Source: an optimization exercise on an open RTL-to-GDS flow (aim: small area and few clock cycles). Production flows keep margins and buffers that such runs may drop.
RTL that was checked went through simulation tests only; none was proved equivalent to the original.
Power is estimated from default activity; no workload was simulated.

## run 1
// multi_button_debounce_press_latch
module multi_button_debounce_press_latch #(
    parameter int BUTTON_COUNT = 5
) (
    input  wire logic                                   clk,
    input  wire logic                                   rst_n,
    input  wire logic [mbdpl_pkg::IN_TDATA_WIDTH-1:0]   s_tdata,
    input  wire logic                                   s_tuser,
    input  wire logic                                   s_tvalid,
    output logic                                        s_tready,
    output logic      [mbdpl_pkg::OUT_TDATA_WIDTH-1:0]  m_tdata,
    output logic                                        m_tvalid,
    input  wire logic                                   m_tready,
    input  wire logic                                   psel,
    input  wire logic                                   penable,
    input  wire logic                                   pwrite,
    input  wire logic [mbdpl_pkg::ADDR_WIDTH-1:0]       paddr,
    input  wire logic [mbdpl_pkg::APB_DATA_WIDTH-1:0]   pwdata,
    output logic      [mbdpl_pkg::APB_DATA_WIDTH-1:0]   prdata,
    output logic                                        pready
);
Size: roughly 1,000 cells after synthesis, about 200 flip-flops, roughly 130 I/O pins, ~13,000 sq um of cells after synthesis.
export LEC_CHECK = 0
export CAP_MARGIN = 20
export CORE_MARGIN = 2
export CORE_UTILIZATION = 40
export CTS_BUF_LIST = sky130_fd_sc_hd__clkbuf_8
export GPL_TIMING_DRIVEN = 0
export SLEW_MARGIN = 20
export SYNTH_HIERARCHICAL = 1
create_clock -name core_clock -period 6.5 [get_ports {clk}]
run.sh (not shown) runs the stock make flow with config.mk's settings and CLKGATE_MAP_FILE= SYNTH_SCRIPT=/design/flow/synth_recipe.tcl, a recipe that flattens the netlist after the stock synthesis.
Run 1 finished all stages; the layout is clean.
Setup changes, run 1 to run 2
# run 1
export LEC_CHECK = 0
export CAP_MARGIN = 20
export CORE_MARGIN = 2
export CORE_UTILIZATION = 40
export CTS_BUF_LIST = sky130_fd_sc_hd__clkbuf_8
export GPL_TIMING_DRIVEN = 0
export SLEW_MARGIN = 20
export SYNTH_HIERARCHICAL = 1
create_clock -name core_clock -period 6.5 [get_ports {clk}]
# run 2
export LEC_CHECK = 0
export ABC_AREA = 1
export CAP_MARGIN = 20
export CORE_MARGIN = 2
export CORE_UTILIZATION = 40
export CTS_BUF_LIST = sky130_fd_sc_hd__clkbuf_8
export GPL_TIMING_DRIVEN = 0
export SLEW_MARGIN = 20
export SYNTH_HIERARCHICAL = 1
create_clock -name core_clock -period 6.5 [get_ports {clk}]
### Flow results
- Worst setup slack | run 2 above run 1
- Portion of total power attributed to combinational logic, run 1 and run 2, higher one = run 2.
- Run 2 vs run 1 — leakage power summed over all cells rose about 70%.
- Both conditions hold for run 2: the flow ran to the end and the final layout passed the timing, design-rule and antenna checks.
- For the wire length, run 2 came in about 45% higher than run 1 did.
What run 3 does differently from run 2 at the input level:
# run 2
export LEC_CHECK = 0
export ABC_AREA = 1
export CAP_MARGIN = 20
export CORE_MARGIN = 2
export CORE_UTILIZATION = 40
export CTS_BUF_LIST = sky130_fd_sc_hd__clkbuf_8
export GPL_TIMING_DRIVEN = 0
export SLEW_MARGIN = 20
export SYNTH_HIERARCHICAL = 1
create_clock -name core_clock -period 6.5 [get_ports {clk}]
# run 3
export LEC_CHECK = 0
export CAP_MARGIN = 20
export CORE_MARGIN = 2
export CORE_UTILIZATION = 40
export SLEW_MARGIN = 20
export SYNTH_HIERARCHICAL = 1
create_clock -name core_clock -period 6.5 [get_ports {clk}]
Results
Of the two values seen for group drawing the most power, sequential cells was produced by run 3 and combinational cells by run 2.
Looking at area added between synthesis and finish, run 3 sits above run 2.
Going from run 2 to run 3, worst-case hold slack grows by 0.024 ns.
Run 3: cell count is 1,358 lower than what run 2 reported.
Of run 2 and run 3, the higher die extent in y belongs to run 2.
No functional check of the RTL was part of any run of this note.


multi_button_debounce_press_latch, a different RTL version from the one above (not shown whole).
Size: roughly 780 cells after synthesis, ~140 flip-flops, roughly 130 I/O pins, roughly 8200 um^2 of cells after synthesis.
Settings: LEC_CHECK=0, CAP_MARGIN=20, CORE_MARGIN=2, CORE_UTILIZATION=55, GPL_TIMING_DRIVEN=0, SLEW_MARGIN=20, SYNTH_HIERARCHICAL=1; clock period 6.5 ns.
standard.sh (not shown) runs the stock make flow with config.mk's settings and CLKGATE_MAP_FILE= SYNTH_SCRIPT=/design/flow/synth_recipe.tcl, a recipe that flattens the netlist after the stock synthesis.
==> flow/flow/run.sh <==
#!/bin/bash
# Layout flow: the standard flow (standard synthesis unchanged), with
# synthesis buffers removed at floorplan (repair re-buffers where needed),
# one tie cell per constant level rather than one per load, single-strength
# buffers on the ports and a clock tree of clkbuf_8 in clusters of up to 16 without
# dummy loads. make's whole output goes to flow_make.log here; each ORFS step
# also keeps its own log under orfs/logs/.
set -euo pipefail
bash standard.sh \
    "REMOVE_ABC_BUFFERS=1" \
    "SKIP_REPAIR_TIE_FANOUT=1" \
    "BUFFER_PORTS_ARGS=-buffer_cell sky130_fd_sc_hd__buf_1" \
    "CTS_ARGS=-sink_clustering_enable -repair_clock_nets -buf_list sky130_fd_sc_hd__clkbuf_8 -sink_clustering_size 16 -dont_use_dummy_load" \
    finish > flow_make.log 2>&1
Testbench counts at the start, summed over its fixed seeds: cycles 12,016.
Then changed:
==> flow/flow/run.sh (replaced) <==
#!/bin/bash
# Layout flow: the standard flow (standard synthesis unchanged), with
# synthesis buffers removed at floorplan (repair re-buffers where needed),
# one tie cell per constant level rather than one per load, single-strength
# buffers on the ports and a clock tree of clkbuf_8 in larger clusters without
# dummy loads. make's whole output goes to flow_make.log here; each ORFS step
# also keeps its own log under orfs/logs/.
set -euo pipefail
bash standard.sh \
    "REMOVE_ABC_BUFFERS=1" \
    "SKIP_REPAIR_TIE_FANOUT=1" \
    "BUFFER_PORTS_ARGS=-buffer_cell sky130_fd_sc_hd__buf_1" \
    "CTS_ARGS=-sink_clustering_enable -repair_clock_nets -buf_list sky130_fd_sc_hd__clkbuf_8 -sink_clustering_size 20 -sink_clustering_max_diameter 120 -sink_buffer_max_cap_derate 1.0 -dont_use_dummy_load" \
    finish > flow_make.log 2>&1
After rerunning: Clock-buffer cell count is unchanged. Register-to-register slack barely changes. Non-clock buffer count is unchanged. Final area does not change. Die area stays the same. Setup slack does not change. Hold slack is unchanged. Critical path depth stays the same.
Then changed:
==> flow/flow/run.sh (replaced) <==
#!/bin/bash
# Layout flow: the standard flow (standard synthesis unchanged), with
# synthesis buffers removed at floorplan (repair re-buffers where needed),
# one tie cell per constant level rather than one per load, single-strength
# buffers on the ports and a clock tree of clkbuf_8 in small clusters without
# dummy loads. make's whole output goes to flow_make.log here; each ORFS step
# also keeps its own log under orfs/logs/.
set -euo pipefail
bash standard.sh \
    "REMOVE_ABC_BUFFERS=1" \
    "SKIP_REPAIR_TIE_FANOUT=1" \
    "BUFFER_PORTS_ARGS=-buffer_cell sky130_fd_sc_hd__buf_1" \
    "CTS_ARGS=-sink_clustering_enable -repair_clock_nets -buf_list sky130_fd_sc_hd__clkbuf_8 -sink_clustering_size 8 -dont_use_dummy_load" \
    finish > flow_make.log 2>&1
Worst setup slack does not change.
Area after synthesis stays the same.
Hold slack is unchanged.
Wire length stays the same.
Sequential cell count does not change.
Critical path depth is unchanged.
Non-clock buffer count does not change.
Total power does not change.
Then changed:
==> flow/flow/run.sh (replaced) <==
#!/bin/bash
# Layout flow: the standard flow (standard synthesis unchanged), with
# synthesis buffers removed at floorplan (repair re-buffers where needed),
# one tie cell per constant level rather than one per load, single-strength
# buffers on the ports and a clock tree of clkbuf_16 in large clusters without
# dummy loads. make's whole output goes to flow_make.log here; each ORFS step
# also keeps its own log under orfs/logs/.
set -euo pipefail
bash standard.sh \
    "REMOVE_ABC_BUFFERS=1" \
    "SKIP_REPAIR_TIE_FANOUT=1" \
    "BUFFER_PORTS_ARGS=-buffer_cell sky130_fd_sc_hd__buf_1" \
    "CTS_ARGS=-sink_clustering_enable -repair_clock_nets -buf_list sky130_fd_sc_hd__clkbuf_16 -sink_clustering_size 30 -sink_clustering_max_diameter 120 -dont_use_dummy_load" \
    finish > flow_make.log 2>&1
After rerunning:
- worst setup slack gets better by 0.015 ns
- routed wire length stays flat
- die area does not change
- first-iteration DRC count went down by 14%
- global-route usage went up by 0.19 points


multi_button_debounce_press_latch, a different RTL version from the one above (not shown whole).
For scale: ~780 cells after synthesis, ~130 I/O pins, about 0.0082 sq mm of cells after synthesis.
==> flow/config.mk <==
export PLATFORM = sky130hd
export DESIGN_NAME = multi_button_debounce_press_latch
export DESIGN_NICKNAME = multi_button_debounce_press_latch
export VERILOG_FILES = /design/flow/design.v
export SDC_FILE = /design/flow/constraint.sdc
export NUM_CORES = 4
export LEC_CHECK = 0
export CAP_MARGIN = 0
export CORE_MARGIN = 2
export CORE_UTILIZATION = 55
export GPL_TIMING_DRIVEN = 0
export SLEW_MARGIN = 0
export SYNTH_HIERARCHICAL = 1
==> flow/constraint.sdc <==
create_clock -name core_clock -period 6.5 [get_ports {clk}]
set_input_delay 1.3000 -clock core_clock [delete_from_list [all_inputs] [get_ports {clk}]]
set_output_delay 1.3000 -clock core_clock [all_outputs]
set_load 0.01 [all_outputs]
==> flow/flow/run.sh <==
#!/bin/bash
# Layout flow: the standard flow (standard synthesis unchanged), with
# synthesis buffers removed at floorplan (repair re-buffers where needed),
# one tie cell per constant level rather than one per load, single-strength
# buffers on the ports and a clock tree of clkbuf_8 in small clusters without
# dummy loads. make's whole output goes to flow_make.log here; each ORFS step
# also keeps its own log under orfs/logs/.
set -euo pipefail
bash standard.sh \
    "REMOVE_ABC_BUFFERS=1" \
    "SKIP_REPAIR_TIE_FANOUT=1" \
    "BUFFER_PORTS_ARGS=-buffer_cell sky130_fd_sc_hd__buf_1" \
    "CTS_ARGS=-sink_clustering_enable -repair_clock_nets -buf_list sky130_fd_sc_hd__clkbuf_8 -sink_clustering_size 8 -dont_use_dummy_load" \
    finish > flow_make.log 2>&1
Next try:
Settings changed: CAP_MARGIN 0 to 20, SLEW_MARGIN 0 to 20.
Result: Cell area stays flat; die area stays the same; sequential power hardly moves.
No run of this note included a check of the RTL's function; only the layout flow was run.


Another version of the RTL of multi_button_debounce_press_latch (not shown whole).
For scale: about 960 cells after synthesis, ~200 flip-flops, about 130 I/O pins.
export LEC_CHECK = 0
export CAP_MARGIN = 20
export CORE_MARGIN = 2
export CORE_UTILIZATION = 40
export GPL_TIMING_DRIVEN = 0
export SLEW_MARGIN = 20
export SYNTH_HIERARCHICAL = 1
create_clock -name core_clock -period 6.5 [get_ports {clk}]
==> flow/flow/run.sh <==
#!/bin/bash
# Layout flow: the standard flow (standard synthesis unchanged), with
# synthesis buffers removed at floorplan (repair re-buffers where needed),
# single-strength buffers on the ports and a clock tree of clkbuf_16 without
# dummy loads. make's whole output goes to flow_make.log
# here; each ORFS step also keeps its own log under orfs/logs/.
set -euo pipefail
bash standard.sh \
    "REMOVE_ABC_BUFFERS=1" \
    "BUFFER_PORTS_ARGS=-buffer_cell sky130_fd_sc_hd__buf_1" \
    "CTS_ARGS=-sink_clustering_enable -repair_clock_nets -buf_list sky130_fd_sc_hd__clkbuf_16 -dont_use_dummy_load" \
    finish > flow_make.log 2>&1
Testbench counts at the start, summed over its fixed seeds: cycles 12,016.
Change:
==> flow/flow/run.sh (replaced) <==
#!/bin/bash
# Layout flow: the standard flow (standard synthesis unchanged), with
# synthesis buffers removed at floorplan (repair re-buffers where needed),
# one tie cell per constant level rather than one per load, single-strength
# buffers on the ports and a clock tree of clkbuf_8 in small clusters without
# dummy loads. make's whole output goes to flow_make.log here; each ORFS step
# also keeps its own log under orfs/logs/.
set -euo pipefail
bash standard.sh \
    "REMOVE_ABC_BUFFERS=1" \
    "SKIP_REPAIR_TIE_FANOUT=1" \
    "BUFFER_PORTS_ARGS=-buffer_cell sky130_fd_sc_hd__buf_1" \
    "CTS_ARGS=-sink_clustering_enable -repair_clock_nets -buf_list sky130_fd_sc_hd__clkbuf_8 -sink_clustering_size 8 -dont_use_dummy_load" \
    finish > flow_make.log 2>&1
CORE_UTILIZATION = 55   (was 40)
Outcome: The changed run finished with timing, DRC and antenna clean. Worst hold slack is about the same. Die area drops by a quarter to a third. Cell count came out lower by a few percent. Total power went down by a little under a tenth. Cell area came out lower by a few percent. Wire length falls by a few percent. Utilization increases by 15 points. Maximum frequency hardly moves.

==> what the ideal ports hide <==
No port has a modelled driver above. Below, the same layouts with a new extraction and two added sets of constraints.
Step 1, drivers: a clkbuf_16 drives clk and a buf_2 each remaining input, both assumed.
Step 2 adds t to the input delays and takes it off the output delays; t is the mean of the earliest and latest rising clock arrival at the registers after step 1. Input paths then give back, and output paths get back, about the clock's delay inside the block.
Three values: ideal, step 1, step 2; two values: the first two.
| run | t, ns | slack for setup (ns) | hold WS [ns] | worst data-port slew with drivers (ns) | cell pins on the clock port's net |
|---|---|---|---|---|---|
| run 1 | 0.514 | 0.282 / 0.281 / -0.233 | 0.501 / 0.501 / 0.501 | 0.05 | 1 |
| run 2 | 0.565 | 0.606 / 0.628 / 0.063 | 0.467 / 0.467 / 0.467 | 0.06 | 1 |
| run 3 | 0.479 | 0.321 / 0.348 / -0.131 | 0.491 / 0.491 / 0.491 | 0.07 | 1 |
| the first run of note 2 | 0.473 | 0.400 / 0.402 / -0.071 | 0.487 / 0.487 / 0.487 | 0.06 | 1 |
| the second run of note 2 | 0.473 | 0.400 / 0.402 / -0.071 | 0.487 / 0.487 / 0.487 | 0.06 | 1 |
| the third run of note 2 | 0.473 | 0.400 / 0.402 / -0.071 | 0.487 / 0.487 / 0.487 | 0.06 | 1 |
| the fourth run of note 2 | 0.456 | 0.415 / 0.428 / -0.027 | 0.485 / 0.485 / 0.485 | 0.06 | 1 |
| the first run of note 3 | 0.476 | 0.367 / 0.384 / -0.092 | 0.505 / 0.505 / 0.505 | 0.05 | 1 |
| the second run of note 3 | 0.471 | 0.374 / 0.391 / -0.080 | 0.491 / 0.491 / 0.491 | 0.05 | 1 |
| the first run of note 4 | 0.466 | 0.555 / 0.582 / 0.117 | 0.490 / 0.490 / 0.490 | 0.06 | 1 |
| the second run of note 4 | 0.490 | 0.565 / 0.587 / 0.097 | 0.489 / 0.489 / 0.489 | 0.03 | 1 |
With both steps, setup timing fails in 8 of these runs, where it was met with ideal ports. The setup slack of run 2, which loses most, moves by +0.022 ns with the drivers and by -0.543 ns with both steps.
